From an optimization exercise on the open Yosys and OpenROAD flow, aimed at small area, a short achievable clock period and few clock cycles per item; shortcuts taken in it are not production practice. In this exercise RTL edits were held to simulation tests only and were not proved equivalent to the original. Power and IR drop assume default switching activity.

## design/flow/constraint.sdc

```tcl
create_clock -name core_clock -period 8.0 [get_ports {clk}]
set_input_delay 1.6000 -clock core_clock [delete_from_list [all_inputs] [get_ports {clk}]]
set_output_delay 1.6000 -clock core_clock [all_outputs]
set_load 0.01 [all_outputs]
```

## design/flow/config.mk

```make
export PLATFORM = sky130hd
export DESIGN_NAME = glyph_grid_extent_finder
export DESIGN_NICKNAME = glyph_grid_extent_finder
export VERILOG_FILES = /design/flow/design.v
export SDC_FILE = /design/flow/constraint.sdc
export NUM_CORES = 4
export LEC_CHECK = 0
export CAP_MARGIN = 20
export CORE_MARGIN = 2
export CORE_UTILIZATION = 30
export PLACE_DENSITY = 0.45
export SLEW_MARGIN = 20
```

## design/flow/design.v

```verilog
`default_nettype none
package ggef_pkg;
  localparam MAX_CELL_SIZE = 64;
  localparam GRID_CELLS    = 16;
  localparam GLYPH_COUNT   = 256;
  localparam CELL_POS_W  = $clog2(MAX_CELL_SIZE);
  localparam CELL_SIZE_W = CELL_POS_W + 1;
  localparam GRID_W      = $clog2(GRID_CELLS);
  localparam GLYPH_W     = $clog2(GLYPH_COUNT);
  localparam logic [GLYPH_W-1:0]     LETTER_A_IDX  = GLYPH_W'(65);
  localparam logic [CELL_SIZE_W-1:0] CELL_SIZE_RST = CELL_SIZE_W'(8);
  localparam logic [CELL_SIZE_W-1:0] CELL_SIZE_MAX = CELL_SIZE_W'(MAX_CELL_SIZE);
  localparam logic CFG_CELL_WIDTH  = 1'b0;
  localparam logic CFG_CELL_HEIGHT = 1'b1;
  localparam logic OP_PIXEL = 1'b0;
  localparam logic OP_QUERY = 1'b1;
  localparam logic ST_IDLE = 1'b0;
  localparam logic ST_EXEC = 1'b1;
  localparam EXT_W   = 2 * CELL_POS_W + 1;
  localparam EXT_VLD = 2 * CELL_POS_W;
  function automatic logic [CELL_SIZE_W-1:0] eff_size(input logic [CELL_SIZE_W-1:0] v);
    logic [CELL_SIZE_W-1:0] r;
    r = v;
    if (v == '0) begin
      r = CELL_SIZE_W'(1);
    end else if (v > CELL_SIZE_MAX) begin
      r = CELL_SIZE_MAX;
    end
    eff_size = r;
  endfunction
endpackage
`default_nettype wire
`default_nettype none
module glyph_grid_extent_finder (
  input  wire logic                        clk,
  input  wire logic                        rst_n,
  input  wire logic                        cfg_we,
  input  wire logic                        cfg_index,
  input  wire logic [6:0]                  cfg_data,
  input  wire logic                        in_valid,
  output      logic                        in_stall,
  input  wire logic                        in_op,
  input  wire logic                        in_frame_start,
  input  wire logic [31:0]                 in_pixel_value,
  input  wire logic [7:0]                  in_glyph_index,
  output      logic                        out_valid,
  input  wire logic                        out_stall,
  output      logic [9:0]                  out_glyph_x,
  output      logic [10:0]                 out_glyph_y,
  output      logic [6:0]                  out_glyph_w,
  output      logic [6:0]                  out_glyph_h,
  output      logic [5:0]                  out_space_width,
  output      logic [6:0]                  out_line_height
);
  localparam logic [11:0] EMPTY = {6'd63, 6'd0};
  logic [6:0]  cw_r, ch_r;
  logic [5:0]  cwm1_r, chm1_r;
  logic [6:0]  cfg_eff;
  logic [31:0] bg_r;
  logic        sk_v, sk_op, sk_fs, sk_ink;
  logic [7:0]  sk_ra;
  logic        v1, op1, fs1, ink1;
  logic [7:0]  ra1;
  logic [5:0]  icc_r, icr_r;
  logic [3:0]  cc_r, cr_r;
  logic [6:0]  top_r, abot_r;
  logic [11:0] cur_r;             
  logic [11:0] mem [256];
  logic [11:0] rdata;
  logic        v2;
  logic [11:0] rd2;
  logic [9:0]  px2;
  logic [10:0] y2;
  logic [6:0]  h2, lh2;
  logic        ov;
  logic [9:0]  ox;
  logic [10:0] oy;
  logic [6:0]  ow, oh, olh;
  logic take, out_free, s2_free, s1_go, s1_free, s1_load, pix1;
  assign take     = in_valid && !sk_v;
  assign out_free = !ov || !out_stall;
  assign s2_free  = !v2 || out_free;
  assign s1_go    = v1 && (!op1 || s2_free);
  assign s1_free  = !v1 || s1_go;
  assign s1_load  = s1_free && (sk_v || take);
  assign pix1     = v1 && !op1;
  logic [5:0]  p_icc, p_icr;
  logic [3:0]  p_cc, p_cr;
  logic [6:0]  e_top, e_abot;
  logic        first, icc_last, icr_last, adv;
  logic [11:0] base, merged;
  logic [5:0]  m_left, m_right;
  logic [5:0]  icc_d, icr_d;
  logic [3:0]  cc_d, cr_d;
  logic [6:0]  top_d, abot_d;
  always_comb begin
    p_icc  = fs1 ? 6'd0 : icc_r;
    p_icr  = fs1 ? 6'd0 : icr_r;
    p_cc   = fs1 ? 4'd0 : cc_r;
    p_cr   = fs1 ? 4'd0 : cr_r;
    e_top  = fs1 ? ch_r : top_r;
    e_abot = fs1 ? ch_r : abot_r;
    first  = (p_icc == 6'd0) && (p_icr == 6'd0);
    base   = first ? EMPTY : cur_r;
    m_left  = base[11:6];
    m_right = base[5:0];
    if (ink1 && (p_icc < base[11:6])) m_left  = p_icc;
    if (ink1 && (p_icc > base[5:0]))  m_right = p_icc;
    merged = {m_left, m_right};
    top_d  = e_top;
    abot_d = e_abot;
    if (ink1 && ({1'b0, p_icr} < e_top)) top_d = {1'b0, p_icr};
    if (ink1 && ({p_cr, p_cc} == 8'd65)) abot_d = {1'b0, p_icr};
    icc_last = (p_icc == cwm1_r);
    icr_last = (p_icr == chm1_r);
    adv      = icc_last;
    icc_d = p_icc + 6'd1;
    cc_d  = p_cc;
    icr_d = p_icr;
    cr_d  = p_cr;
    if (icc_last) begin
      icc_d = 6'd0;
      cc_d  = p_cc + 4'd1;
      if (p_cc == 4'd15) begin
        icr_d = p_icr + 6'd1;
        if (icr_last) begin
          icr_d = 6'd0;
          cr_d  = p_cr + 4'd1;
        end
      end
    end
    if (!pix1) begin
      icc_d  = icc_r;
      cc_d   = cc_r;
      icr_d  = icr_r;
      cr_d   = cr_r;
      top_d  = top_r;
      abot_d = abot_r;
    end
  end
  logic        t_ink;
  logic [7:0]  t_ra;
  assign t_ink = !in_frame_start && (in_pixel_value != bg_r);
  assign t_ra  = in_op ? in_glyph_index :
                 in_frame_start ? 8'h01 : {cr_d, cc_d + 4'd1};
  logic [9:0]  q_px;
  logic [10:0] q_y;
  logic [6:0]  q_h, q_lh;
  assign rdata = mem[ra1];
  always_comb begin
    q_px = 10'(ra1[3:0] * cw_r);
    q_y  = 11'(ra1[7:4] * ch_r) + 11'(top_r);
    q_h  = (ch_r > top_r) ? ch_r - top_r : 7'd0;
    q_lh = (abot_r > top_r) ? abot_r - top_r : 7'd0;
  end
  logic        r_vld;
  logic [9:0]  r_x;
  logic [6:0]  r_w;
  always_comb begin
    r_vld = rd2[11:6] <= rd2[5:0];
    r_x   = r_vld ? px2 + 10'(rd2[11:6]) : px2;
    r_w   = r_vld ? 7'(rd2[5:0]) - 7'(rd2[11:6]) + 7'd1 : cw_r;
  end
  assign cfg_eff = (cfg_data == 7'd0) ? 7'd1 : (cfg_data > 7'd64) ? 7'd64 : cfg_data;
  always_ff @(posedge clk) begin
    if (!rst_n) begin
      cw_r       <= 7'd8;
      ch_r       <= 7'd8;
      cwm1_r     <= 6'd7;
      chm1_r     <= 6'd7;
      bg_r       <= '0;
      sk_v       <= 1'b0;
      v1         <= 1'b0;
      v2         <= 1'b0;
      ov         <= 1'b0;
      icc_r      <= '0;
      cc_r       <= '0;
      icr_r      <= '0;
      cr_r       <= '0;
      top_r      <= 7'd8;
      abot_r     <= 7'd8;
    end else begin
      if (cfg_we) begin
        if (cfg_index == 1'b0) begin
          cw_r   <= cfg_eff;
          cwm1_r <= 6'(cfg_eff - 7'd1);
        end else begin
          ch_r   <= cfg_eff;
          chm1_r <= 6'(cfg_eff - 7'd1);
        end
      end
      if (take && !in_op && in_frame_start) bg_r <= in_pixel_value;
      if (sk_v) begin
        if (s1_free) sk_v <= 1'b0;
      end else if (take && !s1_free) begin
        sk_v <= 1'b1;
      end
      if (s1_free) v1 <= sk_v || take;
      if (s2_free) v2 <= v1 && op1 && s1_go;
      if (out_free) ov <= v2;
      icc_r  <= icc_d;
      cc_r   <= cc_d;
      icr_r  <= icr_d;
      cr_r   <= cr_d;
      top_r  <= top_d;
      abot_r <= abot_d;
    end
  end
  always_ff @(posedge clk) begin
    if (!sk_v) begin
      sk_op  <= in_op;
      sk_fs  <= in_frame_start;
      sk_ink <= t_ink;
      sk_ra  <= t_ra;
    end
    if (s1_load) begin
      op1  <= sk_v ? sk_op  : in_op;
      fs1  <= sk_v ? sk_fs  : in_frame_start;
      ink1 <= sk_v ? sk_ink : t_ink;
      ra1  <= sk_v ? sk_ra  : t_ra;
    end
    if (pix1) begin
      mem[{p_cr, p_cc}] <= merged;
      cur_r <= adv ? rdata : merged;
    end
    if (s2_free && v1 && op1) begin
      rd2 <= rdata;
      px2 <= q_px;
      y2  <= q_y;
      h2  <= q_h;
      lh2 <= q_lh;
    end
    if (out_free && v2) begin
      ox  <= r_x;
      oy  <= y2;
      ow  <= r_w;
      oh  <= h2;
      olh <= lh2;
    end
  end
  assign in_stall        = sk_v;
  assign out_valid       = ov;
  assign out_glyph_x     = ox;
  assign out_glyph_y     = oy;
  assign out_glyph_w     = ow;
  assign out_glyph_h     = oh;
  assign out_space_width = cw_r[6:1];
  assign out_line_height = olh;
endmodule
`default_nettype wire
```

## design/flow/run.sh

```bash
#!/bin/bash
# synth_recipe.tcl (not shown) runs the flow's synth.tcl, then flattens the netlist and writes it again
# the make line also repeats each setting of config.mk as NAME=value (left out here)
make -C /OpenROAD-flow-scripts/flow DESIGN_CONFIG=/design/flow/config.mk WORK_HOME=/design/flow/orfs CLKGATE_MAP_FILE= SYNTH_SCRIPT=/design/flow/synth_recipe.tcl finish
```

==> run summary <==
status no timing/DRC/antenna violations; Most Used Layer, Global Route met2; WL/cell 29.31 µm; Synthesis Warnings 1; crit path cell chain buf_4, nor2b_1, inv_1, ha_1, nand3_1, nand2_1, ha_1, nand3_1, o21ai_0, a21oi_1, a311oi_2, mux2_8, buf_4; routed via count 66,360; Logic pwr share 6.6%; Hold/Removal Path Class reg -> reg; CTS Buf Count 353; peak supply drop 0.1775 mV; Async S/R FF share, synth 0%; RSZ-0062 raised after global routing no; ys flop type edfxtp_1; Lkg Pwr 48.65 nW; ranking of synthesized cells by area edfxtp_1 (72%), mux4_2 (14%), dfxtp_1 (1.7%), mux2i_1 (1.6%), nor2_1 (1.1%); largest net degree at the start of global routing 190; CTS sink cnt 3,299; P_sw 8.536 mW; hold_ws 0.4104 ns; drt drc 0; die area 445,700 µm²; Max Transition Viols Final 0; initial core utilization 30.15%; first-pass GRT wire length 539,800 µm; Final Cell Area 152,800 µm²; Setup TNS Final 0 ns; met2 usage 27.56%; fin util 34.87%; Cell Area, Placed 141,600 µm²; Worst EP required 8.62 ns; fraction of layout cells with a size suffix above 1 24.90%; Root Driver clkbuf_16; Yosys cell types 88; Via density 5.044; sequential power share 50.7%; Syn-to-layout area delta 15.64%; # rows 243; Final #Nets 7,169; DRT Wirelength 385,700 µm; syn avg cell area 20.02 µm²; Cells after Synth 6,597; slew margin rel. 21.67%; Design Power 37.47 mW; clock latency on the worst-skew pair 0.96 ns; leading area contributor after synthesis edfxtp_1; Mapped Area 132,100 µm²; most frequent cells in the layout edfxtp_1 (3,184), mux4_2 (809), clkbuf_16 (358), nor2_1 (299), nand2_1 (267); fin crit share 71.08%; P_int 28.94 mW; Die Wd 667.6 µm; die height 667.6 µm; crit path launch type flop; syn_nets 6,779; Placer Congestion 0.7909; Core Footprint 438,100 µm²; Post-synth EDFFs 3,184; dpl hpwl 228,800 µm; H-Tree Depth 5; crit-path max FO 135; CTS tree built; Peak Freq 175.9 MHz; clk slew on worst S/H paths 0.06 ns; IO buf count 104; most common cell after layout, fill and taps aside edfxtp_1; grt met1 use 24.37%; Final setup viols 0; drt first pass iters 5; Yosys reg bits 3,299; sequential area share after synthesis 74.12%; Setup Skew 0.04304 ns; Min Clock Period, post-route 5.686 ns; Setup Fix Bufs, Post-CTS 0; Max Buffers Root-to-Sink 4; max cap viols 0; Setup CP Type reg -> reg; GR Overflow Total 0; final hold violations 0; Yosys top cell area share 72.38%; crit end category flop; Critical-path top delay cell a311oi_2; clock network fraction of total power 42.7%; Ports 105; Sw Share 22.78%; DRT iter0 DRCs 6,122; met3 Usage GRT 2.395%; cts repair resizes 0; gr usage total 17.03%; Worst-Margin Slew 1.175 ns; vias in the first global route 67,330; initial antenna violation count 17; # fillers 40,910; post-route ant nets 0; Critical Path AT 6.31 ns; PD cells 245.3 nW/µm²; Post-CTS Hold Buffers 0; CP max stage delay 0.91 ns
[logic make-up (layout without fill, tap and decap cells)]
family / count (synthesis) / count (layout) / share of synthesized area (%)
mux: 1071 / 1071 / 15.89
compound gates: 559 / 559 / 2.795
flops: 3299 / 3299 / 74.12
simple gates: 993 / 993 / 3.397
fa+ha+maj: 127 / 127 / 1.373
other cells: 0 / 4 / 0
xor+xnor: 72 / 72 / 0.4774
buf+inv: 476 / 1151 / 1.950
[layout make-up]
class                      instances  area, µm²  area share [%]
timing repair buffer             399       3616           2.367
clock buffer                     449       9390           6.147
antenna                            4      10.01        0.006553
multi-input combinational       2822      32230           21.10
sequential                      3299      97940           64.11
inverter                         112      440.4          0.2883
tap                             5880       7357           4.816
clock inverter                   191       1772           1.160
[routing by layer]
| layer | up-vias | wire, µm |
|---|---|---|
| li1 | 27780 | - |
| met1 | 36140 | 173700 |
| met2 | 2000 | 182900 |
| met3 | 436 | 20360 |
| met4 | 0 | 8713 |
| met5 | - | 0 |
[synth_stat cells (12+ instances only)]
cell type,n
a211oi_1,67
a21o_1,14
a21oi_1,160
a22o_1,12
a22oi_1,20
a31oi_1,19
and2_1,53
buf_1,28
buf_2,82
buf_4,66
buf_6,39
clkbuf_1,138
dfxtp_1,115
edfxtp_1,3184
fa_1,30
ha_1,97
inv_1,107
mux2_2,49
mux2i_1,208
mux4_2,809
nand2_1,269
nand2b_1,27
nand3_1,65
nand4_1,16
nor2_1,402
nor2b_1,57
nor3_1,25
nor4_1,18
o2111ai_1,13
o211ai_1,18
o21ai_0,82
o221ai_1,18
o22ai_1,32
xnor2_1,27
xor2_1,45
[power groups by stage]
stage | clock [mW] | combinational, mW | sequential [mW]
2_1_floorplan | 0 | 1.54 | 19.4
3_3_place_gp | 0 | 2.51 | 19.4
3_5_place_dp | 0 | 2.52 | 19.4
4_1_cts | 16.4 | 2.53 | 19.0
5_1_grt | 17.0 | 2.64 | 19.0
6_report | 16.0 | 2.48 | 19.0
[critical path, delay by kind of cell (launching register included)]
kind	cells	cell delay, ns
buf+inv	3	1.10
fa+ha+maj	2	0.64
simple gates	4	0.93
flops	1	0.38
compound gates	3	1.20
mux	1	0.81
[sequential cells by signal, indices dropped and copies added, names as in the netlist, 8 cells and up, named ones only]
| name | cells |
|---|---|
| y2 | 11 |
| mem | 3072 |
| rd2 | 12 |
| cur_r | 12 |
| ox | 10 |
| sk_ra | 8 |
| oy | 11 |
| ra1 | 8 |
| px2 | 10 |
| bg_r | 32 |
[path summary, 6_finish.rpt]
path / from / end / slack (ns) / cells past startpoint
hold reg to reg: y2[8] / oy[8] / 0.41 / 0
setup / recovery: fs1 / mem[199][0] / 2.31 / 13
hold / removal: y2[8] / oy[8] / 0.41 / 0
setup reg to reg: fs1 / mem[199][0] / 2.31 / 13
[per-stage QoR]
stage	setup slack [ns]	cells
2_1_floorplan	-0.9604	6597
3_3_place_gp	2.539	12510
6_report	2.314	13160
4_1_cts	2.339	13150
5_1_grt	2.048	13150
3_5_place_dp	2.365	12510
Testbench counts, summed over its fixed seeds: cycles 41,982, items 41,958.

==> port drivers added, routing unchanged <==
No port has a modelled driver above. Below, the same layout with a new extraction and two added sets of constraints. Step 1 sets driving cells, clkbuf_16 on the clock port and buf_2 on the other inputs (assumed; they add their load-dependent delay and slew). Step 2, shift: input delay + t, output delay - t, t = (earliest + latest rising clock arrival at the registers) / 2. This alone moves slack from input paths to output paths. Three values: ideal, step 1, step 2; two values: the first two.
shift t [ns]: 1.051
setup slack, ns: 2.314 / 2.314 / 2.314
worst register clock-pin slew, ns: 0.07 / 0.07
worst data-port slew with drivers (ns): 0.09
After both steps setup and hold are still met in this run. The setup slack of this run moves by 0.000 ns with the drivers and by 0.000 ns with both steps.
